This is an optimization exercise on Yosys and OpenROAD, whose aim is small area, a short achievable clock period and few clock cycles per item, not a production implementation. Only simulation tests tie the RTL to the original design; equivalence was not proved.

== oak ==
// exu_top
module exu_top (
    input  logic                    clk,
    input  logic                    rst_n,
    input  logic                    in_valid,
    input  logic [6-1:0]    operator,
    input  logic [32-1:0]  operand1,
    input  logic [32-1:0]  operand2,
    input  logic [5-1:0]  in_write_addr,
    input  logic                    in_write_enable,
    output logic                    in_ready,
    output logic                    out_valid,
    output logic [5-1:0]  write_addr,
    output logic                    write_enable,
    output logic [32-1:0]  write_data
);
For scale: ~3900 cells after synthesis, roughly 260 flip-flops, about 120 I/O pins.
Settings: LEC_CHECK=0, ABC_AREA=1, CAP_MARGIN=20, CORE_MARGIN=2, CORE_UTILIZATION=50, SLEW_MARGIN=20; clock period 25.0 ns.
standard.sh (not shown) runs the stock make flow with config.mk's settings and CLKGATE_MAP_FILE= SYNTH_SCRIPT=/design/flow/synth_recipe.tcl, a recipe that flattens the netlist after the stock synthesis.
==> flow/flow/run.sh <==
#!/bin/bash
# The standard layout, with two changes to how it is made:
# - the port buffers are buf_1 cells instead of the delay-buffer cells that
#   buffer_ports picks by default;
# - the timing repair after clock tree synthesis and global routing aims for
#   19.1 ns of setup slack on the 25 ns clock, so that it works on the paths that
#   set the achieved period. The constraints are the design's, unchanged.
set -euo pipefail
export BUFFER_PORTS_ARGS="-buffer_cell sky130_fd_sc_hd__buf_1"
export SETUP_SLACK_MARGIN=19.1
bash standard.sh > standard.log 2>&1
Testbench counts of oak, summed over its fixed seeds: cycles 32,200, items 24,000.
Modified inputs, pine compared to oak
==> flow/flow/run.sh <==
#!/bin/bash
# The standard layout, with two changes to how it is made:
# - the port buffers are buf_2 cells instead of the delay-buffer cells that
#   buffer_ports picks by default;
# - the timing repair after clock tree synthesis and global routing aims for
#   19 ns of setup slack on the 25 ns clock, so that it works on the paths that
#   set the achieved period. The constraints are the design's, unchanged.
set -euo pipefail
export BUFFER_PORTS_ARGS="-buffer_cell sky130_fd_sc_hd__buf_2"
export SETUP_SLACK_MARGIN=19.0
bash standard.sh > standard.log 2>&1
-- flow/config.mk --
<<< oak, line 11
export CORE_UTILIZATION = 50
>>> pine, line 11
export CORE_UTILIZATION = 40
==> run summary <==
- Compared with oak, in pine largest driver fanout on the critical path comparable; number of global-route vias before repair now smaller.
- pine has more setup slack than oak.
- Fmax for pine: 1.7 MHz up relative to oak
- Worst setup path startpoint: write_data[28] -> pine, write_data[30] -> oak
- Relative to oak, synthesis-to-finish area growth increased by 0.50 points in pine.

* * *

v14:
exu_top, a different RTL version from the one above (not shown whole).
For scale: roughly 3900 cells after synthesis, roughly 260 flip-flops.
export LEC_CHECK = 0
export ABC_AREA = 1
export CAP_MARGIN = 20
export CORE_MARGIN = 2
export CORE_UTILIZATION = 40
export SLEW_MARGIN = 20
create_clock -name core_clock -period 25.0 [get_ports {clk}]
==> flow/flow/run.sh <==
#!/bin/bash
# The standard layout, with two changes to how it is made:
# - the port buffers are buf_1 cells instead of the delay-buffer cells that
#   buffer_ports picks by default;
# - the timing repair after clock tree synthesis and global routing aims for
#   19 ns of setup slack on the 25 ns clock, so that it works on the paths that
#   set the achieved period. The constraints are the design's, unchanged.
set -euo pipefail
export BUFFER_PORTS_ARGS="-buffer_cell sky130_fd_sc_hd__buf_1"
export SETUP_SLACK_MARGIN=19.0
bash standard.sh > standard.log 2>&1
v14: flow completed, timing, DRC and antenna clean
Testbench counts of v14, summed over its fixed seeds: cycles 31,478, items 24,000.
Changes in v12 relative to v14:
==> flow/flow/run.sh <==
#!/bin/bash
# The standard layout, with two changes to how it is made:
# - the port buffers are buf_2 cells instead of the delay-buffer cells that
#   buffer_ports picks by default;
# - the timing repair after clock tree synthesis and global routing aims for
#   19 ns of setup slack on the 25 ns clock, so that it works on the paths that
#   set the achieved period. The constraints are the design's, unchanged.
set -euo pipefail
export BUFFER_PORTS_ARGS="-buffer_cell sky130_fd_sc_hd__buf_2"
export SETUP_SLACK_MARGIN=19.0
bash standard.sh > standard.log 2>&1
## What came out
write_data[31] as the worst setup path endpoint was reported by v12, and write_data[28] by v14.
Synthesized cell count of v12 is on par with v14.
Utilization v14 -> v12: down
Changes observed in v12 relative to v14: routed length per placed instance has increased; final clock period utilization by the worst path essentially unchanged; measured slew at the worst slew-check pin decreased by 0.0081 ns relative to the old numbers.

port drivers added, routing unchanged:
How much do the figures lean on ideal ports? The routed layouts below were timed once more, with nothing changed but the port constraints. Step 1 sets driving cells, clkbuf_16 on the clock port and buf_2 on the other inputs (assumed; they add their load-dependent delay and slew). Step 2 adds t to the input delays and takes it off the output delays; t is the mean of the earliest and latest rising clock arrival at the registers after step 1. Input paths then give back, and output paths get back, about the clock's delay inside the block. Three values: no drivers, after step 1, after step 2; two values: the first two.
run | shift t [ns] | setup slack, ns | pins driven straight from the clock port
oak | 0.629 | 18.855 / 18.790 / 18.590 | 1
pine | 0.637 | 18.920 / 18.852 / 18.464 | 1
v14 | 0.631 | 18.935 / 18.868 / 18.500 | 1
v12 | 0.619 | 18.921 / 18.858 / 18.445 | 1
After both steps setup and hold are still met in every run listed. For v12, which loses most, drivers alone change the setup slack by -0.063 ns; drivers and shift together by -0.476 ns.
